What follows belongs to an exercise in optimizing a design on an open flow for small area, a short achievable clock period and few clock cycles per item; a production flow would make more cautious choices. The RTL was checked by simulation tests, not by an equivalence proof against the original design. No activity file was given, so power comes from the tool's default toggle rates.

==> flow/design.v <==
`default_nettype none
package etach_pkg;
	localparam int SPAN_W      = 17;
	localparam int RATE_W      = 20;
	localparam int REV_W       = 20;
	localparam int ELAPSED_W   = 24;
	localparam int PADDR_W     = 3;
	localparam int PDATA_W     = 32;
	localparam logic [SPAN_W-1:0]    SPAN_RESET  = 17'd65535;
	localparam logic [RATE_W-1:0]    RATE_RESET  = 20'd62500;
	localparam logic [REV_W-1:0]     REV_MAX     = 20'd1000000;
	localparam logic [ELAPSED_W-1:0] ELAPSED_MAX = 24'hFFFFFF;
	localparam logic REG_SPAN = 1'b0;
	localparam logic REG_RATE = 1'b1;
	localparam logic OP_OVERFLOW = 1'b0;
	localparam logic OP_EDGE     = 1'b1;
	typedef struct packed {
		logic channel;
		logic ovf_sat;
	} meas_tag_t;
endpackage
`default_nettype wire
`default_nettype none
module etach_fifo #(
	parameter int WIDTH = 8,
	parameter int DEPTH = 2
) (
	input  wire              clk,
	input  wire              arst_n,
	input  wire              push,
	input  wire  [WIDTH-1:0] wdata,
	input  wire              pop,
	output logic [WIDTH-1:0] rdata,
	output logic             full,
	output logic             empty
);
	localparam int PTR_W = (DEPTH > 1) ? $clog2(DEPTH) : 1;
	localparam int CNT_W = $clog2(DEPTH + 1);
	logic [WIDTH-1:0] mem_q [DEPTH];
	logic [PTR_W-1:0] wr_ptr_q;
	logic [PTR_W-1:0] rd_ptr_q;
	logic [CNT_W-1:0] count_q;
	assign full  = (count_q == CNT_W'(DEPTH));
	assign empty = (count_q == '0);
	assign rdata = mem_q[rd_ptr_q];
	always_ff @(posedge clk) begin
		if (push) begin
			mem_q[wr_ptr_q] <= wdata;
		end
	end
	always_ff @(posedge clk or negedge arst_n) begin
		if (!arst_n) begin
			wr_ptr_q <= '0;
			rd_ptr_q <= '0;
			count_q  <= '0;
		end else begin
			if (push) begin
				wr_ptr_q <= (wr_ptr_q == PTR_W'(DEPTH - 1)) ? '0 : wr_ptr_q + 1'b1;
			end
			if (pop) begin
				rd_ptr_q <= (rd_ptr_q == PTR_W'(DEPTH - 1)) ? '0 : rd_ptr_q + 1'b1;
			end
			if (push && !pop) begin
				count_q <= count_q + 1'b1;
			end else if (pop && !push) begin
				count_q <= count_q - 1'b1;
			end
		end
	end
endmodule
`default_nettype wire
`default_nettype none
import etach_pkg::*;
module etach_front #(
	parameter int CAPTURE_BITS  = 16,
	parameter int OVERFLOW_BITS = 8
) (
	input  wire                      clk,
	input  wire                      arst_n,
	input  wire                      in_valid,
	output logic                     in_ready,
	input  wire                      operation,
	input  wire                      channel,
	input  wire  [CAPTURE_BITS-1:0]  capture,
	input  wire                      p_take,       
	input  wire                      p_idle_next,  
	output logic                     f_meas,
	output logic                     m_channel,
	output logic                     m_ovf_sat,
	output logic [OVERFLOW_BITS-1:0] m_ovf,
	output logic [CAPTURE_BITS:0]    m_diff        
);
	localparam logic [OVERFLOW_BITS-1:0] OVF_MAX = {OVERFLOW_BITS{1'b1}};
	logic                     f_valid_q;
	logic                     f_op_q;
	logic                     f_ch_q;
	logic [CAPTURE_BITS-1:0]  f_cap_q;
	logic                     in_ready_q;
	logic [CAPTURE_BITS-1:0]  last_q [2];
	logic [OVERFLOW_BITS-1:0] ovf_q  [2];
	logic [1:0]               seen_q;
	logic [1:0]               seen_next;
	logic                     f_go;
	logic                     f_meas_next;
	assign in_ready = in_ready_q;
	assign f_meas    = f_valid_q && f_op_q && seen_q[f_ch_q];
	assign f_go      = f_valid_q && (!f_meas || p_take);
	assign m_channel = f_ch_q;
	assign m_ovf     = ovf_q[f_ch_q];
	assign m_ovf_sat = (ovf_q[f_ch_q] == OVF_MAX);
	assign m_diff    = {1'b0, f_cap_q} - {1'b0, last_q[f_ch_q]};
	always_comb begin
		seen_next = seen_q;
		if (f_go && f_op_q) begin
			seen_next[f_ch_q] = 1'b1;
		end
	end
	assign f_meas_next = in_ready_q ? (in_valid && operation && seen_next[channel])
	                                : (f_meas && !p_take);
	always_ff @(posedge clk or negedge arst_n) begin
		if (!arst_n) begin
			f_valid_q  <= 1'b0;
			in_ready_q <= 1'b1;
			seen_q     <= '0;
		end else begin
			if (in_ready_q) begin
				f_valid_q <= in_valid;
			end else if (f_go) begin
				f_valid_q <= 1'b0;
			end
			in_ready_q <= !f_meas_next || p_idle_next;
			seen_q     <= seen_next;
		end
	end
	always_ff @(posedge clk) begin
		if (in_ready_q) begin
			f_op_q  <= operation;
			f_ch_q  <= channel;
			f_cap_q <= capture;
		end
		if (f_go) begin
			for (int c = 0; c < 2; c++) begin
				if (!f_op_q) begin
					if (ovf_q[c] != OVF_MAX) begin
						ovf_q[c] <= ovf_q[c] + 1'b1;
					end
				end else if (f_ch_q == c[0]) begin
					last_q[c] <= f_cap_q;
					ovf_q[c]  <= '0;
				end
			end
		end
	end
endmodule
`default_nettype wire
`default_nettype none
import etach_pkg::*;
module etach_back #(
	parameter int CAPTURE_BITS  = 16,
	parameter int OVERFLOW_BITS = 8
) (
	input  wire                                 clk,
	input  wire                                 arst_n,
	input  wire  [etach_pkg::SPAN_W-1:0]        counter_span,
	input  wire  [etach_pkg::RATE_W-1:0]        rate_numerator,
	input  wire                                 f_meas,
	input  wire                                 m_channel,
	input  wire                                 m_ovf_sat,
	input  wire  [OVERFLOW_BITS-1:0]            m_ovf,
	input  wire  [CAPTURE_BITS:0]               m_diff,
	output logic                                p_take,
	output logic                                p_idle_next,
	output logic                                out_valid,
	input  wire                                 out_ready,
	output logic                                result_channel,
	output logic [etach_pkg::REV_W-1:0]         revolutions,
	output logic [etach_pkg::ELAPSED_W-1:0]     elapsed_ticks,
	output logic                                saturated
);
	localparam int ACC_W = 26;   
	localparam int SP_W  = SPAN_W + OVERFLOW_BITS - 1;
	localparam int BL_W  = 5;
	function automatic logic [BL_W-1:0] bitlen24(input logic [23:0] v);
		bitlen24 = '0;
		for (int i = 0; i < 24; i++) begin
			if (v[i]) bitlen24 = BL_W'(i + 1);
		end
	endfunction
	logic [RATE_W-1:0] rm1;
	logic [BL_W-1:0]   blr_q;      
	logic              rnz_q;      
	logic              rbig_q;     
	assign rm1 = rate_numerator - 1'b1;
	always_ff @(posedge clk) begin
		blr_q  <= bitlen24(24'(rm1));
		rnz_q  <= (rate_numerator != '0);
		rbig_q <= (rate_numerator > REV_MAX);
	end
	logic                     p_idle_q, p_mul_q, p_rdy_q;
	logic                     p_ch_q, p_sat_q;
	logic signed [ACC_W-1:0]  p_acc_q;
	logic [SP_W-1:0]          p_sp_q;
	logic [OVERFLOW_BITS-1:0] p_ovf_q;
	logic [3:0]               p_m_q;
	logic                     p_zero_q, p_one_q;
	logic                     p_load;
	logic                     p_norm;
	logic                     d_take;
	assign p_take = p_idle_q || (p_rdy_q && d_take);
	assign p_load = f_meas && p_take;
	assign p_norm = p_mul_q && (p_ovf_q == '0);
	assign p_idle_next = !p_load && (p_idle_q || (p_rdy_q && d_take));
	logic             n_neg, n_big, n_zero, n_one, n_div;
	logic [23:0]      n_t;
	logic [BL_W-1:0]  n_blt;
	logic [BL_W:0]    n_diffbl;
	logic [3:0]       n_m;
	always_comb begin
		n_neg    = p_acc_q[ACC_W-1];
		n_big    = !n_neg && (p_acc_q[ACC_W-2:24] != '0);
		n_zero   = n_neg || (p_acc_q == '0);
		n_t      = n_zero ? 24'd0 : (n_big ? ELAPSED_MAX : p_acc_q[23:0]);
		n_one    = (n_t == 24'd1);
		n_blt    = bitlen24(n_t);
		n_diffbl = {1'b0, blr_q} - {1'b0, n_blt};
		n_div    = !n_zero && !n_one && rnz_q && !n_diffbl[BL_W];
		n_m      = n_div ? 4'((n_diffbl + 2) >> 1) : 4'd0;
	end
	always_ff @(posedge clk or negedge arst_n) begin
		if (!arst_n) begin
			p_idle_q <= 1'b1;
			p_mul_q  <= 1'b0;
			p_rdy_q  <= 1'b0;
		end else begin
			if (p_load) begin
				p_idle_q <= 1'b0;
				p_mul_q  <= 1'b1;
				p_rdy_q  <= 1'b0;
			end else if (p_rdy_q && d_take) begin
				p_idle_q <= 1'b1;
				p_rdy_q  <= 1'b0;
			end else if (p_norm) begin
				p_mul_q  <= 1'b0;
				p_rdy_q  <= 1'b1;
			end
		end
	end
	always_ff @(posedge clk) begin
		if (p_load) begin
			p_ch_q  <= m_channel;
			p_sat_q <= m_ovf_sat;
			p_acc_q <= {{(ACC_W-CAPTURE_BITS-1){m_diff[CAPTURE_BITS]}}, m_diff};
			p_sp_q  <= SP_W'(counter_span);
			p_ovf_q <= m_ovf;
		end else if (p_mul_q) begin
			if (p_ovf_q != '0) begin
				if (p_ovf_q[0]) begin
					p_acc_q <= p_acc_q + ACC_W'(p_sp_q);
				end
				p_sp_q  <= p_sp_q << 1;
				p_ovf_q <= p_ovf_q >> 1;
			end else begin
				p_acc_q  <= ACC_W'(n_t);
				p_sat_q  <= p_sat_q || n_big || n_zero || (n_one && rbig_q);
				p_m_q    <= n_m;
				p_zero_q <= n_zero;
				p_one_q  <= n_one;
			end
		end
	end
	logic              d_idle_q, d_run_q, d_done_q;
	logic              d_ch_q, d_sat_q;
	logic [23:0]       d_t_q;
	logic [21:0]       d_t3_q;
	logic [RATE_W-1:0] d_rem_q;
	logic [RATE_W-1:0] d_q_q;
	logic [RATE_W-1:0] d_qp_q;
	logic [3:0]        d_j_q;
	logic [1:0]        d_nb_q;
	logic              out_free;
	logic              d_last;
	logic              d_xfer;
	logic [RATE_W-1:0] h_rem;
	logic [RATE_W-1:0] h_qp;
	logic [1:0]        h_nb;
	logic [3:0]        h_mm1;
	assign h_mm1 = p_m_q - 4'd1;
	assign h_rem = rm1 >> {p_m_q, 1'b0};
	assign h_nb  = 2'(rm1 >> {h_mm1, 1'b0});
	always_comb begin
		if (p_zero_q) begin
			h_qp = REV_MAX;
		end else if (p_one_q) begin
			h_qp = rbig_q ? REV_MAX : rate_numerator;
		end else begin
			h_qp = RATE_W'(rnz_q);
		end
	end
	logic [22:0] s_sh, s_1, s_2, s_3;
	logic [1:0]  s_dig;
	logic [RATE_W-1:0] s_rem;
	logic [RATE_W-1:0] s_q, s_qp;
	always_comb begin
		s_sh = {1'b0, d_rem_q, d_nb_q};
		s_1  = s_sh - {3'b0, d_t_q[19:0]};
		s_2  = s_sh - {2'b0, d_t_q[19:0], 1'b0};
		s_3  = s_sh - {1'b0, d_t3_q};
		if (!s_3[22]) begin
			s_dig = 2'd3;
			s_rem = s_3[RATE_W-1:0];
		end else if (!s_2[22]) begin
			s_dig = 2'd2;
			s_rem = s_2[RATE_W-1:0];
		end else if (!s_1[22]) begin
			s_dig = 2'd1;
			s_rem = s_1[RATE_W-1:0];
		end else begin
			s_dig = 2'd0;
			s_rem = s_sh[RATE_W-1:0];
		end
		s_q  = {d_q_q[RATE_W-3:0], s_dig};
		s_qp = (s_dig == 2'd3) ? {d_qp_q[RATE_W-3:0], 2'b00}
		                       : {d_q_q[RATE_W-3:0], s_dig + 2'd1};
	end
	logic              out_valid_q;
	logic              out_ch_q;
	logic [REV_W-1:0]  out_rev_q;
	logic [23:0]       out_el_q;
	logic              out_sat_q;
	assign out_free = !out_valid_q || out_ready;
	assign d_last   = d_run_q && (d_j_q == 4'd0);
	assign d_xfer   = (d_last || d_done_q) && out_free;
	assign d_take   = d_idle_q || d_xfer;
	logic d_load;
	assign d_load = p_rdy_q && d_take;
	always_ff @(posedge clk or negedge arst_n) begin
		if (!arst_n) begin
			d_idle_q    <= 1'b1;
			d_run_q     <= 1'b0;
			d_done_q    <= 1'b0;
			out_valid_q <= 1'b0;
		end else begin
			if (d_load) begin
				d_idle_q <= 1'b0;
				d_run_q  <= (p_m_q != 4'd0);
				d_done_q <= (p_m_q == 4'd0);
			end else if (d_xfer) begin
				d_idle_q <= 1'b1;
				d_run_q  <= 1'b0;
				d_done_q <= 1'b0;
			end else if (d_last) begin
				d_run_q  <= 1'b0;
				d_done_q <= 1'b1;
			end
			if (d_xfer) begin
				out_valid_q <= 1'b1;
			end else if (out_ready) begin
				out_valid_q <= 1'b0;
			end
		end
	end
	always_ff @(posedge clk) begin
		if (d_load) begin
			d_ch_q  <= p_ch_q;
			d_sat_q <= p_sat_q;
			d_t_q   <= p_acc_q[23:0];
			d_t3_q  <= 22'(p_acc_q[19:0]) + {1'b0, p_acc_q[19:0], 1'b0};
			d_rem_q <= h_rem;
			d_q_q   <= '0;
			d_qp_q  <= h_qp;
			d_j_q   <= h_mm1;
			d_nb_q  <= h_nb;
		end else if (d_run_q) begin
			d_rem_q <= s_rem;
			d_q_q   <= s_q;
			d_qp_q  <= s_qp;
			d_j_q   <= d_j_q - 4'd1;
			d_nb_q  <= 2'(rm1 >> {d_j_q - 4'd1, 1'b0});
		end
		if (d_xfer) begin
			out_ch_q  <= d_ch_q;
			out_rev_q <= d_run_q ? s_qp : d_qp_q;
			out_el_q  <= d_t_q;
			out_sat_q <= d_sat_q;
		end
	end
	assign out_valid      = out_valid_q;
	assign result_channel = out_ch_q;
	assign revolutions    = out_rev_q;
	assign elapsed_ticks  = out_el_q;
	assign saturated      = out_sat_q;
endmodule
`default_nettype wire
`default_nettype none
import etach_pkg::*;
module edge_period_tachometer #(
	parameter int CHANNELS      = 2,
	parameter int CAPTURE_BITS  = 16,
	parameter int OVERFLOW_BITS = 8
) (
	input  wire                                 clk,
	input  wire                                 arst_n,
	input  wire                                 psel,
	input  wire                                 penable,
	input  wire                                 pwrite,
	input  wire  [etach_pkg::PADDR_W-1:0]       paddr,
	input  wire  [etach_pkg::PDATA_W-1:0]       pwdata,
	output logic [etach_pkg::PDATA_W-1:0]       prdata,
	output logic                                pready,
	input  wire                                 in_valid,
	output logic                                in_ready,
	input  wire                                 operation,
	input  wire                                 channel,
	input  wire  [CAPTURE_BITS-1:0]             capture,
	output logic                                out_valid,
	input  wire                                 out_ready,
	output logic                                result_channel,
	output logic [etach_pkg::REV_W-1:0]         revolutions,
	output logic [etach_pkg::ELAPSED_W-1:0]     elapsed_ticks,
	output logic                                saturated
);
	logic [SPAN_W-1:0]        span_q;
	logic [RATE_W-1:0]        rate_q;
	logic [RATE_W-1:0]        rdata_q;
	logic                     cfg_wr;
	logic                     p_take;
	logic                     p_idle_next;
	logic                     f_meas;
	logic                     m_channel;
	logic                     m_ovf_sat;
	logic [OVERFLOW_BITS-1:0] m_ovf;
	logic [CAPTURE_BITS:0]    m_diff;
	assign pready = 1'b1;
	assign cfg_wr = psel && penable && pwrite;
	always_ff @(posedge clk or negedge arst_n) begin
		if (!arst_n) begin
			span_q <= SPAN_RESET;
			rate_q <= RATE_RESET;
		end else if (cfg_wr) begin
			case (paddr[2])
				REG_SPAN: span_q <= pwdata[SPAN_W-1:0];
				REG_RATE: rate_q <= pwdata[RATE_W-1:0];
				default: begin
				end
			endcase
		end
	end
	always_ff @(posedge clk) begin
		case (paddr[2])
			REG_SPAN: rdata_q <= RATE_W'(span_q);
			default:  rdata_q <= rate_q;
		endcase
	end
	assign prdata = PDATA_W'(rdata_q);
	etach_front #(
		.CAPTURE_BITS  (CAPTURE_BITS),
		.OVERFLOW_BITS (OVERFLOW_BITS)
	) u_front (
		.clk         (clk),
		.arst_n      (arst_n),
		.in_valid    (in_valid),
		.in_ready    (in_ready),
		.operation   (operation),
		.channel     (channel),
		.capture     (capture),
		.p_take      (p_take),
		.p_idle_next (p_idle_next),
		.f_meas      (f_meas),
		.m_channel   (m_channel),
		.m_ovf_sat   (m_ovf_sat),
		.m_ovf       (m_ovf),
		.m_diff      (m_diff)
	);
	etach_back #(
		.CAPTURE_BITS  (CAPTURE_BITS),
		.OVERFLOW_BITS (OVERFLOW_BITS)
	) u_back (
		.clk            (clk),
		.arst_n         (arst_n),
		.counter_span   (span_q),
		.rate_numerator (rate_q),
		.f_meas         (f_meas),
		.m_channel      (m_channel),
		.m_ovf_sat      (m_ovf_sat),
		.m_ovf          (m_ovf),
		.m_diff         (m_diff),
		.p_take         (p_take),
		.p_idle_next    (p_idle_next),
		.out_valid      (out_valid),
		.out_ready      (out_ready),
		.result_channel (result_channel),
		.revolutions    (revolutions),
		.elapsed_ticks  (elapsed_ticks),
		.saturated      (saturated)
	);
endmodule
`default_nettype wire
==> flow/run.sh <==
#!/bin/bash
# synth_recipe.tcl (not shown) runs the flow's synth.tcl, then flattens the netlist and writes it again
# the make line also repeats each setting of config.mk as NAME=value (left out here)
make -C /OpenROAD-flow-scripts/flow DESIGN_CONFIG=/design/flow/config.mk WORK_HOME=/design/flow/orfs CLKGATE_MAP_FILE= SYNTH_SCRIPT=/design/flow/synth_recipe.tcl finish
==> flow/config.mk <==
export PLATFORM = sky130hd
export DESIGN_NAME = edge_period_tachometer
export DESIGN_NICKNAME = edge_period_tachometer
export VERILOG_FILES = /design/flow/design.v
export SDC_FILE = /design/flow/constraint.sdc
export NUM_CORES = 4
export LEC_CHECK = 0
export CAP_MARGIN = 20
export CORE_MARGIN = 2
export CORE_UTILIZATION = 40
export SETUP_SLACK_MARGIN = 3.5
export SLEW_MARGIN = 20
==> flow/constraint.sdc <==
create_clock -name core_clock -period 7.0 [get_ports {clk}]
set_input_delay 1.4000 -clock core_clock [delete_from_list [all_inputs] [get_ports {clk}]]
set_output_delay 1.4000 -clock core_clock [all_outputs]
set_load 0.01 [all_outputs]
==> results of run 1 <==
[final timing paths]
check | startpoint | endpoint | depth (start not counted)
worst max-delay path | out_ready | u_back.d_rem_q[8] | 10
worst min-delay path | u_back.d_sat_q | u_back.out_sat_q | 0
worst max register to register | u_back.p_acc_q[1] | u_back.p_m_q[2] | 16
worst min register to register | u_back.d_sat_q | u_back.out_sat_q | 0
max in group asynchronous | arst_n | u_back.d_run_q | 2
min in group asynchronous | arst_n | rate_q[7] | 2
[what timing repair did]
item                                    4_1_cts  5_1_grt
hold buffers                                  0        0
endpoints found under the setup margin      202       74
cloned                                        3        3
pin swaps                                    12       29
setup buffers                                53       44
gates resized for setup                      49       78
[metrics by stage]
step	instances	setup WS [ps]	util [%]
2_1_floorplan	2201	2750	-
3_3_place_gp	2931	2390	43.8
3_5_place_dp	2931	2370	43.8
4_1_cts	3061	3390	47.4
5_1_grt	3108	3400	48.9
6_report	3108	3510	48.9
[power by group]
part	internal (mW)	total (mW)	switching, mW
clock	1.21	2.12	0.906
sequential	3.34	4.05	0.704
combinational	3.53	7.70	4.17
[logic make-up after synthesis]
| family | after synthesis |
|---|---|
| AOI/OAI and AO/OA | 556 |
| other | 2 |
| muxes | 131 |
| adders and majority gates | 150 |
| and+or+nand+nor | 661 |
| xor gates and xnor gates | 119 |
| buffers and inverters | 207 |
| DFF | 364 |
[Yosys cell counts, types with 22 or more instances]
cell,instances
sky130_fd_sc_hd__dfxtp_1,72
sky130_fd_sc_hd__o21ai_0,123
sky130_fd_sc_hd__nand2b_1,34
sky130_fd_sc_hd__nand3_1,58
sky130_fd_sc_hd__o21a_1,40
sky130_fd_sc_hd__nor2b_1,24
sky130_fd_sc_hd__dfstp_2,26
sky130_fd_sc_hd__xnor2_1,67
sky130_fd_sc_hd__mux2i_1,53
sky130_fd_sc_hd__a21o_1,23
sky130_fd_sc_hd__edfxtp_1,244
sky130_fd_sc_hd__a31oi_1,36
sky130_fd_sc_hd__nor2_1,189
sky130_fd_sc_hd__clkbuf_1,62
sky130_fd_sc_hd__a21oi_1,129
sky130_fd_sc_hd__a211oi_1,26
sky130_fd_sc_hd__inv_1,98
sky130_fd_sc_hd__ha_1,143
sky130_fd_sc_hd__nor3_1,43
sky130_fd_sc_hd__xor2_1,51
sky130_fd_sc_hd__dfrtp_1,22
sky130_fd_sc_hd__mux2_2,71
sky130_fd_sc_hd__nand2_1,211
[critical path, stage by stage]
cell                              delay (ps)
sky130_fd_sc_hd__clkdlybuf4s50_1         400
sky130_fd_sc_hd__nand2b_4                150
sky130_fd_sc_hd__nor2b_4                 130
sky130_fd_sc_hd__o21ai_4                 260
sky130_fd_sc_hd__buf_4                   480
sky130_fd_sc_hd__nor2_1                  250
sky130_fd_sc_hd__nand2_1                 140
sky130_fd_sc_hd__o22ai_2                 130
sky130_fd_sc_hd__a2111oi_4               310
sky130_fd_sc_hd__nor3_1                  100
[cells in the final DEF (no fill, tap or decap), types with 21 or more instances in the layout]
cell / Yosys / routed
sky130_fd_sc_hd__a211oi_1: 26 / 21
sky130_fd_sc_hd__a21o_1: 23 / 23
sky130_fd_sc_hd__a21oi_1: 129 / 118
sky130_fd_sc_hd__a31oi_1: 36 / 33
sky130_fd_sc_hd__buf_4: 13 / 105
sky130_fd_sc_hd__clkbuf_16: 0 / 43
sky130_fd_sc_hd__clkdlybuf4s50_1: 0 / 112
sky130_fd_sc_hd__dfstp_2: 26 / 25
sky130_fd_sc_hd__dfxtp_1: 72 / 72
sky130_fd_sc_hd__edfxtp_1: 244 / 244
sky130_fd_sc_hd__ha_1: 143 / 135
sky130_fd_sc_hd__inv_1: 98 / 94
sky130_fd_sc_hd__mux2_2: 71 / 71
sky130_fd_sc_hd__mux2i_1: 53 / 52
sky130_fd_sc_hd__nand2_1: 211 / 206
sky130_fd_sc_hd__nand2b_1: 34 / 31
sky130_fd_sc_hd__nand3_1: 58 / 57
sky130_fd_sc_hd__nor2_1: 189 / 180
sky130_fd_sc_hd__nor3_1: 43 / 41
sky130_fd_sc_hd__o21a_1: 40 / 39
sky130_fd_sc_hd__o21ai_0: 123 / 115
sky130_fd_sc_hd__xnor2_1: 67 / 67
sky130_fd_sc_hd__xor2_1: 51 / 48
[final cells by class]
cell class | count | area, um2
fillers | 4945 | 28000
well taps | 704 | 881
clock buffers | 49 | 1110
clock inverters | 25 | 208
flip-flops and latches | 364 | 10000
inverters | 101 | 399
multi-input cells | 1631 | 12000
repair buffers | 232 | 2180
repair inverters | 2 | 17.5
[registers in the layout (all words and copies together), names as in the netlist, 4 cells and up]
signal            flops
rate_q               20
rdata_q              20
span_q               17
u_back.blr_q          5
u_back.d_j_q          4
u_back.d_q_q         18
u_back.d_qp_q        20
u_back.d_rem_q       20
u_back.d_t3_q        22
u_back.d_t_q         23
u_back.out_el_q      24
u_back.out_rev_q     20
u_back.p_acc_q       26
u_back.p_m_q          4
u_back.p_ovf_q        8
u_back.p_sp_q        24
u_front.f_cap_q      16
u_front.last_q       32
u_front.ovf_q        16
[layer usage]
layer,share of wire [%],track usage (%),vias up
li1,-,-,8420
met3,5.6,2.62,119
met1,43,27.1,8342
met4,3.6,8.09,0
met2,48,35.0,489
met5,0,0,-
==> flow_metrics.tcl, run 1 <==
set metrics [dict create \
    run_status "complete, no violations" \
    diodes 0 \
    grt.overflow.total 0 \
    clock_sink_count 364 \
    cellPowerDensity_nw_per_um2 518 \
    start_kind "input port" \
    globalplace.congestion 0.907 \
    hp-class "reg -> reg" \
    synthArstFlopShare_pct 13.2 \
    timing.clock.skew_ps 20.7 \
    io_pins 141 \
    grt_start_max_net_pins 62 \
    tritoncts.num_buffers 41 \
    worst_slew_margin_rel_pct 35.1 \
    drt-pass1-iter-count 5 \
    synth_top_area_cell "sky130_fd_sc_hd__edfxtp_1" \
    yosys_most_used_dff "sky130_fd_sc_hd__edfxtp_1" \
    row_count 86 \
    routed_wl_um 60800 \
    power.leakage_nw 10.3 \
    vias 17400 \
    grt_pass1_wl_um 93500 \
    area_growth_pct 21.4 \
    synth_largest_type_area_fraction_pct 33.2 \
    max-clock-path-buffers 3 \
    num-nets-final 2583 \
    finalSetupViolCount 0 \
    initial_antenna_violation_count 0 \
    parity_gate_share_of_the_synthesized_area_counting_xor_and_xnor_cells_pct 4.76 \
    die_w_um 239 \
    core_region_area_um2 54800 \
    setup_total_negative_slack_ps 0 \
    share_of_the_clock_period_used_by_the_worst_path_after_layout_pct 49.8 \
    crit_required_ps 7290 \
    timing.critical_path.arrival_ps 3770 \
    post-dp-hpwl_um 42100 \
    synth-simple-area-share_pct 14.0 \
    drtAntennaViolNets 0 \
    r2r_setup_slack_ps 3520 \
    synthesis.area_um2 22100 \
    first_global_vias 17100 \
    finalHoldViolCount 0 \
    cts_tree "yes" \
    initial_core_util_pct 40.3 \
    numPortBuffers 113 \
    ffs_latches_synth 364 \
    totalPowerFinal_mw 13.9 \
    worst-slew-pin-transition_ps 970 \
    netlist-cell-type-count 90 \
    yosys_warnings 5 \
    drt-initial-drc-count 1165 \
    drc_errors 0 \
    synthMuxAreaShare_pct 6.70 \
    synth.yosys.seq_area_share_pct 45.3 \
    fp.dieArea_um2 57100 \
    worst_setup_path_end_kind "register" \
    maxClockFrequency_mhz 287 \
    hold_ws_ps 416 \
    vdd.ir_drop.worst_mv 0.187 \
    timing_worst_setup_path_type "in -> reg" \
    min_period_ps 3490 \
    slew_violations 0 \
    maxCapViolations 0 \
    synth-compound-area-share_pct 16.6 \
    cts_max_level 2 \
    placed_area_um2 24000 \
    clkLatencyLatePin_ps 570 \
    die-height_um 239 \
    wl_per_cell_um 19.6 \
    post_route_cells_drive_above_1_share_pct 17.8 \
    grt_setup_unrepaired "true" \
    path_clk_slew_ps 60 \
    post-route-cell-area_um2 26800 \
    post_synth_fa_ha_maj_area_fraction_pct 8.74 \
    yosys-top-cells-area "sky130_fd_sc_hd__edfxtp_1, sky130_fd_sc_hd__ha_1, sky130_fd_sc_hd__dfxtp_1" \
    clock_tree.root_cell "sky130_fd_sc_hd__clkbuf_16" \
    post_drt_via_cell_ratio 5.59 \
    syn_area_per_cell_um2 10.1 \
    crit_fanout 35 \
    gate_count_after_technology_mapping 2190 \
    dominant_combinational_cell_family_by_area_after_synthesis "compound AO/OA/AOI/OAI gates" \
    number_of_enable_flip_flop_cells_after_synthesis 244 \
    grt_use_total_pct 20.7 \
]
Testbench counts, summed over its fixed seeds: cycles 39,140, items 8,529.
==> run 2, diff against run 1 <==
--- a/flow/config.mk
+++ b/flow/config.mk
@@ -8,5 +8,5 @@
 export CAP_MARGIN = 20
 export CORE_MARGIN = 2
 export CORE_UTILIZATION = 40
-export SETUP_SLACK_MARGIN = 3.5
+export SETUP_SLACK_MARGIN = 4.0
 export SLEW_MARGIN = 20
==> run 2 against run 1 <==
- core utilization increased by 4.2 points
- sequential share of layout area is 2.9 points lower
- total power rose by 15%
- still clean on timing, DRC and antenna
- clock skew increased by 13 ps
- clock power up 11%
- design area up 8.5%
- first-iteration DRC count up 23%
- combinational power rose by 25%
- synthesized cell count unchanged
- via count up 4.7%
==> flow_metrics.tcl, run 2 <==
set metrics [dict create \
    diodes 0 \
    initial_core_util_pct 40.3 \
    power_frac_clock_pct 14.8 \
    die_w_um 239 \
    drt-pass1-iter-count 5 \
    grt_pass1_wl_um 98600 \
    post-route-cell-area_um2 29100 \
    row_count 86 \
    yosys-top-cells-area "sky130_fd_sc_hd__edfxtp_1, sky130_fd_sc_hd__ha_1, sky130_fd_sc_hd__dfxtp_1" \
    reg2regPathDepth 15 \
    area_growth_pct 31.7 \
    utilization_pct 53.0 \
    cp_slowest_stage_delay_ps 510 \
    clkLatencyLatePin_ps 590 \
    grt_most_used_layer "met2" \
    finalHoldViolCount 0 \
    number_of_instances_in_the_placed_design 2931 \
    crit_required_ps 7310 \
    drc_errors 0 \
    worst_slew_margin_rel_pct 30.9 \
    fp.dieArea_um2 57100 \
    cts_tree "yes" \
    post-place-ws_ps 2460 \
    p_int_mw 9.33 \
    hp-class "reg -> reg" \
    routed_wl_um 65100 \
    finalSetupViolCount 0 \
    power.leakage_nw 11.3 \
    synth_top_area_cell "sky130_fd_sc_hd__edfxtp_1" \
    grt.met2_usage_pct 37.7 \
    maxCapViolations 0 \
    post-route-worst-setup-slack_ps 3500 \
    worst_setup_path_endpoint "u_back.p_m_q[3]" \
    min_period_ps 3500 \
    r2r_end "u_back.p_m_q[3]" \
    post_route_cells_drive_above_1_share_pct 25.8 \
    grt_use_total_pct 22.0 \
    worst_setup_path_end_kind "register" \
    timing.clock.skew_ps 33.7 \
    clock_tree.root_cell "sky130_fd_sc_hd__clkbuf_16" \
    path_clk_slew_ps 60 \
    worst-slew-pin-transition_ps 1040 \
    grt_setup_unrepaired "true" \
    core_region_area_um2 54800 \
    yosys_warnings 5 \
    drt-initial-drc-count 1435 \
    initial_antenna_violation_count 1 \
    totalPowerFinal_mw 16.0 \
    ctsHoldBuffers 0 \
    start_kind "register" \
    ffs_latches_synth 364 \
    cp_top_family "simple AND/OR/NAND/NOR gates" \
    crit_path_cell_trace "buf_12, or3_4, o41ai_4, buf_6, nor4b_2, o31ai_2, buf_4, ha_4, nor2_4, nand3_2, o31ai_4, or4_4, a21oi_2, xnor2_1, nor2_1" \
    num-nets-final 2667 \
    first_global_vias 17800 \
    io_pins 141 \
    layout.cells.non_filler 3195 \
    vdd.ir_drop.worst_mv 0.225 \
    grt_start_max_net_pins 62 \
    post-dp-hpwl_um 41900 \
    cpMaxStageDelayCell "sky130_fd_sc_hd__or4_4" \
    cts_max_level 2 \
    power.share.sequential_pct 25.1 \
    synthesis.area_um2 22100 \
    grt.overflow.total 0 \
    timing.critical_path.arrival_ps 3810 \
    swShare_pct 41.5 \
    run_status "complete, no violations" \
    worst-path-buf-inv 3 \
    clock_sink_count 364 \
    cellPowerDensity_nw_per_um2 549 \
    numPortBuffers 113 \
    power_frac_comb_pct 60.1 \
    netlist-cell-type-count 90 \
    crit_fanout 11 \
    gate_count_after_technology_mapping 2190 \
    r2r_setup_slack_ps 3500 \
    globalplace.congestion 0.918 \
    top_register "u_front.last_q" \
    syn_area_per_cell_um2 10.1 \
    synth_largest_type_area_fraction_pct 33.2 \
    reg.largest.list "u_front.last_q: 32 flops, u_back.p_acc_q: 26 flops" \
    placed_area_um2 24000 \
    final_common_cell "sky130_fd_sc_hd__edfxtp_1" \
    globalRouteMet3Util_pct 3.28 \
    layout.cells.most_common_list "sky130_fd_sc_hd__edfxtp_1, sky130_fd_sc_hd__nand2_1, sky130_fd_sc_hd__nor2_1" \
    max-clock-path-buffers 3 \
    die-height_um 239 \
    share_of_the_clock_period_used_by_the_worst_path_after_layout_pct 50.1 \
    yosys.cell_count.top_type "sky130_fd_sc_hd__edfxtp_1" \
    number_of_enable_flip_flop_cells_after_synthesis 244 \
    wl_per_cell_um 20.4 \
    maxClockFrequency_mhz 285 \
    drtAntennaViolNets 0 \
    worst-path-stages 15 \
    slew_violations 0 \
    largest_reg_flops 32 \
    globalRouteMet1Util_pct 28.5 \
    yosys_most_used_dff "sky130_fd_sc_hd__edfxtp_1" \
    post_drt_via_cell_ratio 5.69 \
    setup_total_negative_slack_ps 0 \
    fillCellCount 4741 \
    synth.cells.most_frequent "sky130_fd_sc_hd__edfxtp_1, sky130_fd_sc_hd__nand2_1, sky130_fd_sc_hd__nor2_1, sky130_fd_sc_hd__ha_1, sky130_fd_sc_hd__a21oi_1" \
    tritoncts.num_buffers 42 \
    hold_ws_ps 415 \
    vias 18200 \
    p_sw_mw 6.62 \
    worst_r2r_startpoint "u_back.p_acc_q[24]" \
    synth.yosys.seq_area_share_pct 45.3 \
    synthArstFlopShare_pct 13.2 \
    startpoint "u_back.p_acc_q[24]" \
    timing_worst_setup_path_type "reg -> reg" \
]
-- run 2: layout make-up --
class | count | area [um2] | area share (%)
clock buffer | 53 | 1180 | 4.07
clock inverter | 25 | 318 | 1.09
inverter | 101 | 417 | 1.43
multi-input combinational | 1634 | 13100 | 45.0
sequential | 364 | 10000 | 34.4
tap | 704 | 881 | 3.03
timing repair buffer | 312 | 3160 | 10.9
timing repair inverter | 2 | 17.5 | 0.0603
-- run 2: worst reg2reg max path: stages (launching register included) --
cell and delay, ps:
sky130_fd_sc_hd__edfxtp_1 430, sky130_fd_sc_hd__buf_12 170, sky130_fd_sc_hd__or3_4 360, sky130_fd_sc_hd__o41ai_4 400, sky130_fd_sc_hd__buf_6 180, sky130_fd_sc_hd__nor4b_2 50, sky130_fd_sc_hd__o31ai_2 190, sky130_fd_sc_hd__buf_4 180
sky130_fd_sc_hd__ha_4 150, sky130_fd_sc_hd__nor2_4 40, sky130_fd_sc_hd__nand3_2 100, sky130_fd_sc_hd__o31ai_4 100, sky130_fd_sc_hd__or4_4 510, sky130_fd_sc_hd__a21oi_2 170, sky130_fd_sc_hd__xnor2_1 140, sky130_fd_sc_hd__nor2_1 70
-- run 2: cells by family after synthesis --
| kind of cell | synth area share (%) |
|---|---|
| flops | 45.3 |
| xor+xnor | 4.76 |
| compound gates | 16.6 |
| other cells | 0.0340 |
| buf+inv | 3.85 |
| simple gates | 14.0 |
| fa+ha+maj | 8.74 |
| mux | 6.70 |
-- run 2: how the worst min path moves through the flow --
stage                         startpoint          endpoint  cells after the start
after floorplan            u_back.p_ch_q     u_back.d_ch_q                      0
after global placement    u_back.d_sat_q  u_back.out_sat_q                      0
after detailed placement  u_back.d_sat_q  u_back.out_sat_q                      0
after CTS                 u_back.d_sat_q  u_back.out_sat_q                      0
after global routing       u_back.d_ch_q   u_back.out_ch_q                      0
final                     u_back.d_sat_q  u_back.out_sat_q                      0
-- run 2: power by group through the flow --
stage               logic (mW)  registers, mW  clock network (mW)
detailed placement        6.54           4.09                   0
global route              10.4           4.05                2.49
finish                    9.59           4.00                2.36
global placement          6.41           4.07                   0
CTS                       8.43           3.95                2.40
floorplan                 5.23           3.74                   0
-- run 2: routing by layer --
metal / share of wire [%] / wire (um)
met3: 5.4 / 3520
met5: 0.020 / 13
met4: 3.1 / 1990
met2: 49 / 31900
met1: 42 / 27700
-- run 2: timing repair --
action                     in CTS  in global routing
cloned                         11                  4
gates resized for setup       239                177
setup endpoints to repair     300                104
pin swaps                      92                120
setup buffers                 137                 34
==> run 3, diff against run 2 <==
--- a/flow/config.mk
+++ b/flow/config.mk
@@ -8,5 +8,4 @@
 export CAP_MARGIN = 20
 export CORE_MARGIN = 2
 export CORE_UTILIZATION = 40
-export SETUP_SLACK_MARGIN = 4.0
 export SLEW_MARGIN = 20
==> run 3 against run 2 <==
- still clean on timing, DRC and antenna
- worst setup slack worse by 890 ps
- fmax down 20%
- area after synthesis unchanged
- clock power shrank 7%
- highest routed layer is now met4
==> flow_metrics.tcl, run 3 <==
set metrics [dict create \
    vdd.ir_drop.worst_mv 0.175 \
    hold_path_depth 0 \
    hold_ws_ps 420 \
    timing.hold.worst_endpoint "u_back.d_ch_q" \
    power.leakage_nw 9.78 \
    grt.overflow.total 0 \
    yosys.cell_count.top_type "sky130_fd_sc_hd__edfxtp_1" \
    initial_antenna_violation_count 0 \
    timing.critical_path.arrival_ps 4810 \
    post_drt_via_cell_ratio 5.61 \
    postCtsSetupBuffers 0 \
    ctsHoldBuffers 0 \
    layout.cells.most_common_list "sky130_fd_sc_hd__edfxtp_1, sky130_fd_sc_hd__nand2_1, sky130_fd_sc_hd__nor2_1" \
    die-height_um 239 \
    hp-class "reg -> reg" \
    drc_errors 0 \
    yosys-top-cells-area "sky130_fd_sc_hd__edfxtp_1, sky130_fd_sc_hd__ha_1, sky130_fd_sc_hd__dfxtp_1" \
    maxCapViolations 0 \
    clkLatencyLatePin_ps 570 \
    netlist-cell-type-count 90 \
    synth.yosys.seq_area_share_pct 45.3 \
    routed_wl_um 57100 \
    slew_violations 0 \
    largest_reg_flops 32 \
    first_global_vias 16800 \
    post-dp-hpwl_um 42000 \
    maxClockFrequency_mhz 228 \
    fp.dieArea_um2 57100 \
    cellPowerDensity_nw_per_um2 508 \
    finalHoldViolCount 0 \
    wl_per_cell_um 19.0 \
    grt_pass1_wl_um 90700 \
    clock_tree.root_cell "sky130_fd_sc_hd__clkbuf_16" \
    drtAntennaViolNets 0 \
    timing_worst_setup_path_type "in -> reg" \
    grt_use_total_pct 20.0 \
    synthesis.area_um2 22100 \
    synth.cells.most_frequent "sky130_fd_sc_hd__edfxtp_1, sky130_fd_sc_hd__nand2_1, sky130_fd_sc_hd__nor2_1, sky130_fd_sc_hd__ha_1, sky130_fd_sc_hd__a21oi_1" \
    cts_max_level 2 \
    vias 16900 \
    initial_core_util_pct 40.3 \
    grt_setup_unrepaired "false" \
    reg.largest.list "u_front.last_q: 32 flops, u_back.p_acc_q: 26 flops" \
    path_clk_slew_ps 60 \
    yosys_warnings 5 \
    gate_count_after_technology_mapping 2190 \
    die_w_um 239 \
    worstHoldStart "u_back.p_ch_q" \
    drt-pass1-iter-count 5 \
    post_cts.resized_instances 0 \
    min_period_ps 4400 \
    finalSetupViolCount 0 \
    post_route_cells_drive_above_1_share_pct 10.3 \
    r2r_end "u_back.d_rem_q[16]" \
    synth_largest_type_area_fraction_pct 33.2 \
    worst_r2r_startpoint "u_back.d_t3_q[0]" \
    grt_start_max_net_pins 63 \
    number_of_enable_flip_flop_cells_after_synthesis 244 \
    worst_setup_path_end_kind "register" \
    yosys_most_used_dff "sky130_fd_sc_hd__edfxtp_1" \
    core_region_area_um2 54800 \
    ffs_latches_synth 364 \
    io_pins 141 \
    diodes 0 \
    numPortBuffers 113 \
    utilization_pct 46.1 \
    setup_total_negative_slack_ps 0 \
    max-clock-path-buffers 3 \
    syn_area_per_cell_um2 10.1 \
    share_of_the_clock_period_used_by_the_worst_path_after_layout_pct 62.8 \
    row_count 86 \
    number_of_instances_in_the_placed_design 2937 \
    worst-slew-pin-transition_ps 1100 \
    drt-initial-drc-count 1003 \
    crit_fanout 46 \
    reg2regPathDepth 11 \
    worst_slew_margin_rel_pct 26.9 \
    start_kind "input port" \
    globalplace.congestion 0.936 \
    crit_required_ps 7420 \
    num-nets-final 2488 \
    r2r_setup_slack_ps 2750 \
    final_common_cell "sky130_fd_sc_hd__edfxtp_1" \
    run_status "complete, no violations" \
    clock_sink_count 364 \
    tritoncts.num_buffers 42 \
    top_register "u_front.last_q" \
    timing.clock.skew_ps 23.3 \
    area_growth_pct 14.5 \
    synthArstFlopShare_pct 13.2 \
    cts_tree "yes" \
    synth_top_area_cell "sky130_fd_sc_hd__edfxtp_1" \
    layout.cells.non_filler 3012 \
]
run 3: routing by layer:
layer / GRT usage, % / share of wire (%) / vias up
li1: - / - / 8228
met1: 26.6 / 45 / 8169
met2: 33.5 / 47 / 382
met3: 2.61 / 4.2 / 116
met4: 7.44 / 3.2 / 0
met5: 0 / 0 / -
run 3: per-stage QoR:
| step | instance area (um2) | setup WS (ps) | total power [mW] |
|---|---|---|---|
| floorplan | 22100 | 1010 | 8.91 |
| global placement | 23900 | 2060 | 10.5 |
| detailed placement | 23900 | 2020 | 10.6 |
| CTS | 25300 | 2610 | 12.9 |
| global route | 25300 | 2290 | 13.9 |
| finish | 25300 | 2600 | 12.8 |
run 3: worst max path at each step:
stage	from	to	slack, ps
after floorplan	out_ready	u_back.d_ch_q	1010
after global placement	out_ready	u_back.p_acc_q[19]	2060
after detailed placement	out_ready	u_back.p_acc_q[19]	2020
after CTS	out_ready	u_back.p_acc_q[19]	2610
after global routing	out_ready	u_back.p_acc_q[19]	2290
final	out_ready	u_back.p_acc_q[19]	2600
run 3: layout make-up:
class,instances,area (um2)
well taps,704,881
flip-flops and latches,364,10000
multi-input cells,1630,11300
repair buffers,139,1330
fillers,5077,29500
clock inverters,21,198
inverters,101,382
clock buffers,53,1160
run 3: cell families after synthesis:
group / Yosys count / synth area share (%)
DFF: 364 / 45.3
muxes: 131 / 6.70
xor gates and xnor gates: 119 / 4.76
AOI/OAI and AO/OA: 556 / 16.6
adders and majority gates: 150 / 8.74
and+or+nand+nor: 661 / 14.0
buffers and inverters: 207 / 3.85
other: 2 / 0.0340
run 3: where the power goes:
| group | internal (mW) | switching, mW |
|---|---|---|
| combinational | 2.90 | 3.67 |
| sequential | 3.35 | 0.728 |
| clock | 1.29 | 0.901 |
run 3: worst max-delay path, cell delays in order:
cell	delay, ps
sky130_fd_sc_hd__clkdlybuf4s50_1	390
sky130_fd_sc_hd__nand2b_1	180
sky130_fd_sc_hd__nor2b_4	150
sky130_fd_sc_hd__o21ai_2	190
sky130_fd_sc_hd__inv_4	240
sky130_fd_sc_hd__o21bai_4	500
sky130_fd_sc_hd__clkinv_1	650
sky130_fd_sc_hd__buf_4	460
sky130_fd_sc_hd__or4_1	510
sky130_fd_sc_hd__o211ai_1	100
==> run 4, diff against run 3 <==
--- a/flow/design.v
+++ b/flow/design.v
@@ -202,16 +202,16 @@
 	logic [SP_W-1:0]          p_sp_q;
 	logic [OVERFLOW_BITS-1:0] p_ovf_q;
 	logic [3:0]               p_m_q;
-	logic                     p_zero_q, p_one_q;
+	logic                     p_zero_q, p_one_q, p_big_q;
 	logic                     p_load;
 	logic                     p_norm;
 	logic                     d_take;
-	assign p_take = p_idle_q || (p_rdy_q && d_take);
+	logic d_take_c;
+	assign p_take = p_idle_q || (p_rdy_q && d_take_c);
 	assign p_load = f_meas && p_take;
 	assign p_norm = p_mul_q && (p_ovf_q == '0);
-	assign p_idle_next = !p_load && (p_idle_q || (p_rdy_q && d_take));
+	assign p_idle_next = !p_load && p_take;
 	logic             n_neg, n_big, n_zero, n_one, n_div;
-	logic [23:0]      n_t;
 	logic [BL_W-1:0]  n_blt;
 	logic [BL_W:0]    n_diffbl;
 	logic [3:0]       n_m;
@@ -219,11 +219,10 @@
 		n_neg    = p_acc_q[ACC_W-1];
 		n_big    = !n_neg && (p_acc_q[ACC_W-2:24] != '0);
 		n_zero   = n_neg || (p_acc_q == '0);
-		n_t      = n_zero ? 24'd0 : (n_big ? ELAPSED_MAX : p_acc_q[23:0]);
-		n_one    = (n_t == 24'd1);
-		n_blt    = bitlen24(n_t);
+		n_one    = (p_acc_q == ACC_W'(1));
+		n_blt    = bitlen24(p_acc_q[23:0]);
 		n_diffbl = {1'b0, blr_q} - {1'b0, n_blt};
-		n_div    = !n_zero && !n_one && rnz_q && !n_diffbl[BL_W];
+		n_div    = !n_neg && !n_big && !n_one && rnz_q && !n_diffbl[BL_W] && (p_acc_q[23:0] != '0);
 		n_m      = n_div ? 4'((n_diffbl + 2) >> 1) : 4'd0;
 	end
 	always_ff @(posedge clk or negedge arst_n) begin
@@ -252,21 +251,15 @@
 			p_acc_q <= {{(ACC_W-CAPTURE_BITS-1){m_diff[CAPTURE_BITS]}}, m_diff};
 			p_sp_q  <= SP_W'(counter_span);
 			p_ovf_q <= m_ovf;
-		end else if (p_mul_q) begin
-			if (p_ovf_q != '0) begin
-				if (p_ovf_q[0]) begin
-					p_acc_q <= p_acc_q + ACC_W'(p_sp_q);
-				end
-				p_sp_q  <= p_sp_q << 1;
-				p_ovf_q <= p_ovf_q >> 1;
-			end else begin
-				p_acc_q  <= ACC_W'(n_t);
-				p_sat_q  <= p_sat_q || n_big || n_zero || (n_one && rbig_q);
-				p_m_q    <= n_m;
-				p_zero_q <= n_zero;
-				p_one_q  <= n_one;
-			end
-		end
+		end else begin
+			p_acc_q <= p_acc_q + (p_ovf_q[0] ? ACC_W'(p_sp_q) : ACC_W'(0));
+			p_sp_q  <= p_sp_q << 1;
+			p_ovf_q <= p_ovf_q >> 1;
+		end
+		p_m_q    <= n_m;
+		p_zero_q <= n_zero;
+		p_one_q  <= n_one;
+		p_big_q  <= n_big;
 	end
 	logic              d_idle_q, d_run_q, d_done_q;
 	logic              d_ch_q, d_sat_q;
@@ -284,6 +277,8 @@
 	logic [RATE_W-1:0] h_qp;
 	logic [1:0]        h_nb;
 	logic [3:0]        h_mm1;
+	logic [23:0]       h_t;
+	assign h_t   = p_zero_q ? 24'd0 : (p_big_q ? ELAPSED_MAX : p_acc_q[23:0]);
 	assign h_mm1 = p_m_q - 4'd1;
 	assign h_rem = rm1 >> {p_m_q, 1'b0};
 	assign h_nb  = 2'(rm1 >> {h_mm1, 1'b0});
@@ -331,6 +326,9 @@
 	assign d_last   = d_run_q && (d_j_q == 4'd0);
 	assign d_xfer   = (d_last || d_done_q) && out_free;
 	assign d_take   = d_idle_q || d_xfer;
+	assign d_take_c = d_idle_q || ((d_last || d_done_q) && !out_valid_q);
+	logic d_load_s;
+	assign d_load_s = p_rdy_q && (d_idle_q || d_last || d_done_q);
 	logic d_load;
 	assign d_load = p_rdy_q && d_take;
 	always_ff @(posedge clk or negedge arst_n) begin
@@ -362,18 +360,21 @@
 	always_ff @(posedge clk) begin
 		if (d_load) begin
 			d_ch_q  <= p_ch_q;
-			d_sat_q <= p_sat_q;
-			d_t_q   <= p_acc_q[23:0];
+			d_sat_q <= p_sat_q || p_big_q || p_zero_q || (p_one_q && rbig_q);
+			d_t_q   <= h_t;
 			d_t3_q  <= 22'(p_acc_q[19:0]) + {1'b0, p_acc_q[19:0], 1'b0};
+			d_qp_q  <= h_qp;
+		end else if (d_run_q) begin
+			d_qp_q  <= s_qp;
+		end
+		if (d_load_s) begin
 			d_rem_q <= h_rem;
 			d_q_q   <= '0;
-			d_qp_q  <= h_qp;
 			d_j_q   <= h_mm1;
 			d_nb_q  <= h_nb;
-		end else if (d_run_q) begin
+		end else begin
 			d_rem_q <= s_rem;
 			d_q_q   <= s_q;
-			d_qp_q  <= s_qp;
 			d_j_q   <= d_j_q - 4'd1;
 			d_nb_q  <= 2'(rm1 >> {d_j_q - 4'd1, 1'b0});
 		end
--- a/flow/config.mk
+++ b/flow/config.mk
@@ -8,4 +8,5 @@
 export CAP_MARGIN = 20
 export CORE_MARGIN = 2
 export CORE_UTILIZATION = 40
+export SETUP_SLACK_MARGIN = 4.5
 export SLEW_MARGIN = 20
==> run 4 against run 3 <==
- via count shrank 0.21%
- flip-flop and latch count up 2
- area after synthesis down 4.3%
- design area rose by 7.9%
- largest cell class unchanged
- first-iteration DRC count is 15% higher
- total power fell by 25%
- combinational power is 33% lower
- die area decreased by 4.3%
- sequential power shrank about 30%
- worst hold slack improved by 1.1 ps
==> flow_metrics.tcl, run 4 <==
set metrics [dict create \
    run_status "complete, no violations" \
    maxClockFrequency_mhz 323 \
    synth.cells.most_frequent "sky130_fd_sc_hd__nor2_1, sky130_fd_sc_hd__edfxtp_1, sky130_fd_sc_hd__dfxtp_1, sky130_fd_sc_hd__ha_1, sky130_fd_sc_hd__a21oi_1" \
    crit_required_ps 7490 \
    worst-slew-pin-transition_ps 1050 \
    post-dp-hpwl_um 40400 \
    grt_start_max_net_pins 66 \
    synth_largest_type_area_fraction_pct 23.0 \
    max-clock-path-buffers 3 \
    synthesis.area_um2 21100 \
    core_region_area_um2 52300 \
    gate_count_after_technology_mapping 2107 \
    maxCapViolations 0 \
    worst_slew_margin_rel_pct 29.3 \
    r2r_setup_slack_ps 3910 \
    yosys_warnings 5 \
    initial_antenna_violation_count 0 \
    start_kind "register" \
    syn_area_per_cell_um2 10.0 \
    clock_sink_count 366 \
    post-route-worst-setup-slack_ps 3910 \
    ctsHoldBuffers 0 \
    layout.cells.most_common_list "sky130_fd_sc_hd__nor2_1, sky130_fd_sc_hd__edfxtp_1, sky130_fd_sc_hd__dfxtp_1" \
    worst_r2r_startpoint "u_back.d_t3_q[0]" \
    reg2regPathDepth 14 \
    timing.critical_path.arrival_ps 3580 \
    clock_tree.root_cell "sky130_fd_sc_hd__clkbuf_16" \
    hp-class "reg -> reg" \
    post-place-ws_ps 2170 \
    cts_tree "yes" \
    cts_max_level 2 \
    drc_errors 0 \
    r2r_end "u_back.d_qp_q[18]" \
    initial_core_util_pct 40.3 \
    finalSetupViolCount 0 \
    routed_wl_um 60900 \
    crit_fanout 6 \
    vias 16900 \
    setup_total_negative_slack_ps 0 \
    vdd.ir_drop.worst_mv 0.183 \
    drt-pass1-iter-count 5 \
    grt_setup_unrepaired "true" \
    post_route_cells_drive_above_1_share_pct 28.6 \
    io_pins 141 \
    wl_per_cell_um 19.8 \
    hold_path_depth 0 \
    diodes 0 \
    worstHoldStart "u_back.d_t_q[20]" \
    finalHoldViolCount 0 \
    synthArstFlopShare_pct 13.1 \
    power.leakage_nw 11.1 \
    share_of_the_clock_period_used_by_the_worst_path_after_layout_pct 44.2 \
    yosys_most_used_dff "sky130_fd_sc_hd__edfxtp_1" \
    num-nets-final 2572 \
    cellPowerDensity_nw_per_um2 353 \
    fp.dieArea_um2 54600 \
    die-height_um 234 \
    worst_setup_path_end_kind "register" \
    numPortBuffers 113 \
    netlist-cell-type-count 96 \
    timing.hold.worst_endpoint "u_back.out_el_q[20]" \
    row_count 84 \
    min_period_ps 3090 \
    grt.overflow.total 0 \
    first_global_vias 16800 \
    post_drt_via_cell_ratio 5.48 \
    tritoncts.num_buffers 44 \
    largest_reg_flops 32 \
    ffs_latches_synth 366 \
    drtAntennaViolNets 0 \
    grt_pass1_wl_um 94400 \
    synth.yosys.seq_area_share_pct 43.7 \
    top_register "u_front.last_q" \
    reg.largest.list "u_front.last_q: 32 flops, u_back.p_acc_q: 26 flops" \
    timing.clock.skew_ps 17.7 \
    yosys.cell_count.top_type "sky130_fd_sc_hd__nor2_1" \
    die_w_um 234 \
    grt_use_total_pct 22.2 \
    clkLatencyLatePin_ps 600 \
    timing_worst_setup_path_type "reg -> reg" \
    area_growth_pct 29.2 \
    yosys-top-cells-area "sky130_fd_sc_hd__edfxtp_1, sky130_fd_sc_hd__dfxtp_1, sky130_fd_sc_hd__ha_1" \
    globalplace.congestion 0.909 \
    drt-initial-drc-count 1154 \
    number_of_enable_flip_flop_cells_after_synthesis 162 \
    path_clk_slew_ps 60 \
    synth_top_area_cell "sky130_fd_sc_hd__edfxtp_1" \
    final_common_cell "sky130_fd_sc_hd__nor2_1" \
    fillCellCount 4701 \
    slew_violations 0 \
]
[run 4: changes by cell type after synthesis, sizes merged, moves of 16 or more]
cell    delta
a31oi     -20
o21ai     -19
dfxtp     +84
a21o      +19
edfxtp    -82
and2      +50
nand3     -19
nor2      +26
clkbuf    -16
nand2     -74
[run 4: cells by family after synthesis]
kind of cell / Yosys count / share of synthesized area (%)
AO/OA/AOI/OAI: 510 / 16.0
flip-flops: 366 / 43.7
XOR/XNOR: 122 / 5.13
AND/OR/NAND/NOR: 630 / 14.7
multiplexers: 136 / 7.19
other: 2 / 0.0356
adder cells (fa/ha/maj): 156 / 9.50
buffers and inverters: 185 / 3.74
[run 4: cell type report]
class	count	area [um2]	share of cell area (%)
Clock buffer	53	1200	4.39
Clock inverter	28	327	1.20
Inverter	101	415	1.52
Multi-Input combinational cell	1572	12800	46.8
Sequential cell	366	9280	34.1
Tap cell	688	861	3.16
Timing Repair Buffer	269	2400	8.79
Timing Repair inverter	2	17.5	0.0643
[run 4: per-stage QoR]
step	utilization, %	power, mW	hold WS, ps	instance area [um2]	cells
2_1_floorplan	-	5.31	400	21800	2118
3_3_place_gp	44.8	5.99	411	23400	2855
3_5_place_dp	44.8	6.03	407	23400	2856
4_1_cts	50.4	9.26	426	26400	3039
5_1_grt	52.1	10.1	435	27300	3079
6_report	52.1	9.62	421	27300	3079
[run 4: timing repair]
action | CTS | global route
buffers inserted | 88 | 39
endpoints found under the setup margin | 321 | 194
pin swaps | 84 | 71
gates cloned | 14 | 1
gates resized for setup | 443 | 110
[run 4: power breakdown]
part           internal [mW]  switching, mW  total, mW  leakage [nW]
logic                   2.19           2.20       4.40          6.85
clock network           1.42          0.955       2.38         0.740
registers               2.51          0.333       2.85          3.50
total                   6.13           3.49       9.62          11.1
[run 4: critical path, cell delays in order (launching register included)]
cell and delay (ps):
sky130_fd_sc_hd__edfxtp_1 410, sky130_fd_sc_hd__ha_4 190, sky130_fd_sc_hd__fa_2 410, sky130_fd_sc_hd__nor2b_4 160
sky130_fd_sc_hd__o31ai_4 90, sky130_fd_sc_hd__a221oi_4 270, sky130_fd_sc_hd__a211o_1 270, sky130_fd_sc_hd__o21ai_2 100
sky130_fd_sc_hd__o21ai_4 160, sky130_fd_sc_hd__buf_12 160, sky130_fd_sc_hd__buf_12 130, sky130_fd_sc_hd__buf_16 140
sky130_fd_sc_hd__mux2i_2 230, sky130_fd_sc_hd__a21oi_2 80, sky130_fd_sc_hd__o21a_1 170
[run 4: worst max path at each step]
stage	start	slack (ps)	endpoint	depth (start not counted)
6_report	u_back.d_t3_q[0]	3910	u_back.d_qp_q[18]	14
5_1_grt	u_back.d_t3_q[0]	3790	u_back.d_qp_q[18]	14
4_1_cts	u_back.d_t3_q[0]	3920	u_back.d_qp_q[16]	14
3_5_place_dp	out_ready	2170	u_back.d_t_q[10]	6
3_3_place_gp	out_ready	2250	u_back.d_t3_q[10]	6
2_1_floorplan	u_front.f_ch_q	4140	u_back.p_acc_q[21]	13
[run 4: metal layers]
metal  vias up  track usage (%)  wire [um]  part of all wire (%)
li1       8116                -          -                     -
met5         -                0          0                     0
met1      8192             28.1      25800                    42
met2       441             38.6      30100                    50
met4         0             7.65       1840                   3.0
met3       111             3.30       3040                   5.0
Testbench counts of run 4, summed over its fixed seeds: cycles 39,140, items 8,529.
==> run 5, diff against run 4 <==
--- a/flow/config.mk
+++ b/flow/config.mk
@@ -8,5 +8,7 @@
 export CAP_MARGIN = 20
 export CORE_MARGIN = 2
 export CORE_UTILIZATION = 40
-export SETUP_SLACK_MARGIN = 4.5
+export CTS_BUF_LIST = sky130_fd_sc_hd__clkbuf_8
+export CTS_CLUSTER_SIZE = 30
+export SETUP_SLACK_MARGIN = 4.0
 export SLEW_MARGIN = 20
==> run 5 against run 4 <==
- critical path depth unchanged
- first-iteration DRC count is 5.5% higher
- critical path type unchanged
- routed wire length is 4.5% lower
- flip-flop and latch count unchanged
- clock-buffer cell count is 27 higher
- still clean
- clock skew is 8.7 ps higher
- design area fell by 3.3%
- combinational power fell by 7.7%
- worst hold slack gained 7.1 ps
- largest power group unchanged
- worst setup slack got worse by 6.3 ps
- highest routed layer unchanged
- global-route usage fell by 0.97 points
- non-clock buffer count decreased by 45
==> flow_metrics.tcl, run 5 <==
set metrics [dict create \
    die-height_um 234 \
    timing_worst_setup_path_type "reg -> reg" \
    post-dp-hpwl_um 40300 \
    num-nets-final 2545 \
    cts_max_level 3 \
    io_pins 141 \
    max-clock-path-buffers 3 \
    setup_total_negative_slack_ps 0 \
    post_route_cells_drive_above_1_share_pct 21.6 \
    synthesis.area_um2 21100 \
    utilization_pct 50.4 \
    worst_setup_path_end_kind "register" \
    number_of_instances_in_the_placed_design 2857 \
    clock_sink_count 366 \
    timing.critical_path.arrival_ps 3630 \
    clock_tree.root_cell "sky130_fd_sc_hd__clkbuf_8" \
    ffs_latches_synth 366 \
    core_region_area_um2 52300 \
    finalSetupViolCount 0 \
    hp-class "reg -> reg" \
    synth.yosys.seq_area_share_pct 43.7 \
    numPortBuffers 113 \
    yosys_most_used_dff "sky130_fd_sc_hd__edfxtp_1" \
    synth_largest_type_area_fraction_pct 23.0 \
    hold_ws_ps 429 \
    area_growth_pct 25.0 \
    tritoncts.num_buffers 66 \
    gate_count_after_technology_mapping 2107 \
    vias 16600 \
    drt-initial-drc-count 1217 \
    syn_area_per_cell_um2 10.0 \
    drtAntennaViolNets 0 \
    wl_per_cell_um 18.9 \
    maxCapViolations 0 \
    globalplace.congestion 0.909 \
    yosys-top-cells-area "sky130_fd_sc_hd__edfxtp_1, sky130_fd_sc_hd__dfxtp_1, sky130_fd_sc_hd__ha_1" \
    initial_antenna_violation_count 1 \
    grt_use_total_pct 21.2 \
    crit_required_ps 7530 \
    drc_errors 0 \
    netlist-cell-type-count 96 \
    final_common_cell "sky130_fd_sc_hd__nor2_1" \
    drt-pass1-iter-count 5 \
    top_register "u_front.last_q" \
    first_global_vias 16900 \
    post-route-worst-setup-slack_ps 3900 \
    die_w_um 234 \
    cellPowerDensity_nw_per_um2 343 \
    start_kind "register" \
    ff_latch_area_um2 9260 \
    slew_violations 0 \
    row_count 84 \
    layout.cells.non_filler 3070 \
    initial_core_util_pct 40.3 \
    min_period_ps 3100 \
    power.leakage_nw 10.7 \
    largest_reg_flops 32 \
    share_of_the_clock_period_used_by_the_worst_path_after_layout_pct 44.3 \
    maxClockFrequency_mhz 323 \
    synthArstFlopShare_pct 13.1 \
    synth.cells.most_frequent "sky130_fd_sc_hd__nor2_1, sky130_fd_sc_hd__edfxtp_1, sky130_fd_sc_hd__dfxtp_1, sky130_fd_sc_hd__ha_1, sky130_fd_sc_hd__a21oi_1" \
    grt.overflow.total 0 \
    cts_tree "yes" \
    multi_input_comb_area_um2 12200 \
    fp.dieArea_um2 54600 \
    run_status "complete, no violations" \
    yosys_warnings 5 \
    ctsHoldBuffers 0 \
    reg2regPathDepth 14 \
    clkLatencyLatePin_ps 640 \
    grt_start_max_net_pins 67 \
    crit_fanout 7 \
    grt_setup_unrepaired "true" \
    path_clk_slew_ps 60 \
    yosys.cell_count.top_type "sky130_fd_sc_hd__nor2_1" \
    post_drt_via_cell_ratio 5.42 \
    post-place-ws_ps 2540 \
    layout.cells.most_common_list "sky130_fd_sc_hd__nor2_1, sky130_fd_sc_hd__edfxtp_1, sky130_fd_sc_hd__dfxtp_1" \
    reg.largest.list "u_front.last_q: 32 flops, u_back.p_acc_q: 26 flops" \
    fillCellCount 4832 \
    timing.clock.skew_ps 26.4 \
    vdd.ir_drop.worst_mv 0.193 \
    hold_path_depth 0 \
    worst_slew_margin_rel_pct 29.0 \
    number_of_enable_flip_flop_cells_after_synthesis 162 \
    synth_top_area_cell "sky130_fd_sc_hd__edfxtp_1" \
    finalHoldViolCount 0 \
    routed_wl_um 58100 \
    worst-slew-pin-transition_ps 1060 \
    grt_pass1_wl_um 91000 \
]
-- run 5: cell counts after synthesis --
Identical to the previous run, type by type.
-- run 5: kinds of logic (layout without fill, tap and decap cells) --
group	Yosys count	count (layout)	synth area share (%)
adders and majority gates	156	156	9.50
buffers and inverters	185	445	3.74
AOI/OAI and AO/OA	510	510	16.0
and+or+nand+nor	630	633	14.7
DFF	366	366	43.7
xor gates and xnor gates	122	122	5.13
other	2	14	0.0356
muxes	136	136	7.19
-- run 5: per-layer routing --
metal / global-route usage, % / part of all wire, % / up-vias
met5: 0 / 0 / -
li1: - / - / 8076
met4: 8.52 / 3.6 / 0
met3: 3.91 / 5.2 / 123
met1: 26.9 / 43 / 7987
met2: 35.7 / 48 / 447
-- run 5: area by class of cell --
class	count	share of cell area [%]
Tap cell	688	3.26
Sequential cell	366	35.1
Timing Repair Buffer	224	8.67
Multi-Input combinational cell	1570	46.1
Inverter	101	1.48
Clock buffer	80	4.17
Clock inverter	40	1.20
Antenna cell	1	0.00949
-- run 5: final timing paths --
| path | slack (ps) | endpoint | startpoint |
|---|---|---|---|
| worst max-delay path | 3900 | u_back.d_qp_q[17] | u_back.d_t3_q[0] |
| max in group asynchronous | 5650 | rate_q[8] | arst_n |
| worst min register to register | 430 | u_back.out_el_q[23] | u_back.d_t_q[23] |
| min in group asynchronous | 880 | rate_q[0] | arst_n |
| worst max register to register | 3900 | u_back.d_qp_q[17] | u_back.d_t3_q[0] |
| worst min-delay path | 430 | u_back.out_el_q[23] | u_back.d_t_q[23] |
-- run 5: power by group --
| part | leakage, nW | switching, mW | internal (mW) | total, mW |
|---|---|---|---|---|
| registers | 3.50 | 0.314 | 2.52 | 2.83 |
| logic | 6.35 | 2.06 | 2.00 | 4.06 |
| clock network | 0.800 | 0.936 | 1.23 | 2.16 |
-- run 5: worst max-delay path, cell delays in order, from the launching register on --
cell	delay, ps
sky130_fd_sc_hd__edfxtp_1	370
sky130_fd_sc_hd__ha_2	210
sky130_fd_sc_hd__fa_2	370
sky130_fd_sc_hd__nor2b_4	160
sky130_fd_sc_hd__o31ai_4	80
sky130_fd_sc_hd__a221oi_2	290
sky130_fd_sc_hd__a211o_1	250
sky130_fd_sc_hd__o21ai_2	100
sky130_fd_sc_hd__o21ai_4	220
sky130_fd_sc_hd__buf_12	180
sky130_fd_sc_hd__buf_12	110
sky130_fd_sc_hd__buf_16	140
sky130_fd_sc_hd__mux2i_4	230
sky130_fd_sc_hd__a21oi_2	80
sky130_fd_sc_hd__o21a_1	180
-- run 5: what timing repair did --
action | in CTS | in global routing
setup buffers | 42 | 42
cloned | 8 | 0
setup endpoints to repair | 166 | 88
endpoints found under the hold margin | 0 | 0
pin swaps | 53 | 58
resized for setup | 142 | 127
-- run 5: through the flow --
step | instance area [um2] | power [mW]
2_1_floorplan | 21200 | 5.07
3_3_place_gp | 22900 | 5.80
3_5_place_dp | 22900 | 5.84
4_1_cts | 25500 | 8.67
5_1_grt | 26400 | 9.57
6_report | 26400 | 9.05

## static timing again, ports no longer ideal
How much do the figures lean on ideal ports? The routed layouts below were timed once more, with nothing changed but the port constraints.
Step 1 assumes that a clkbuf_16 drives the clock port and a buf_2 every other input.
Step 2, shift: input delay + t, output delay - t, t = (earliest + latest rising clock arrival at the registers) / 2. This alone moves slack from input paths to output paths.
Slacks: no drivers / after step 1 / after step 2; pairs: no drivers / after step 1.
run | t (ns) | setup slack, ns | latest minus earliest clock arrival (ns) | worst slew at a driven data input, ns | pins driven straight from the clock port
run 1 | 0.613 | 3.514 / 3.518 / 2.930 | 0.026 / 0.026 | 0.05 | 1
run 2 | 0.629 | 3.496 / 3.496 / 3.248 | 0.034 / 0.033 | 0.04 | 1
run 3 | 0.619 | 2.605 / 2.640 / 2.021 | 0.023 / 0.024 | 0.04 | 1
run 4 | 0.642 | 3.906 / 3.906 / 3.906 | 0.018 / 0.018 | 0.04 | 1
run 5 | 0.679 | 3.900 / 3.900 / 3.448 | 0.028 / 0.028 | 0.06 | 1
After both steps every run listed still meets setup and hold.
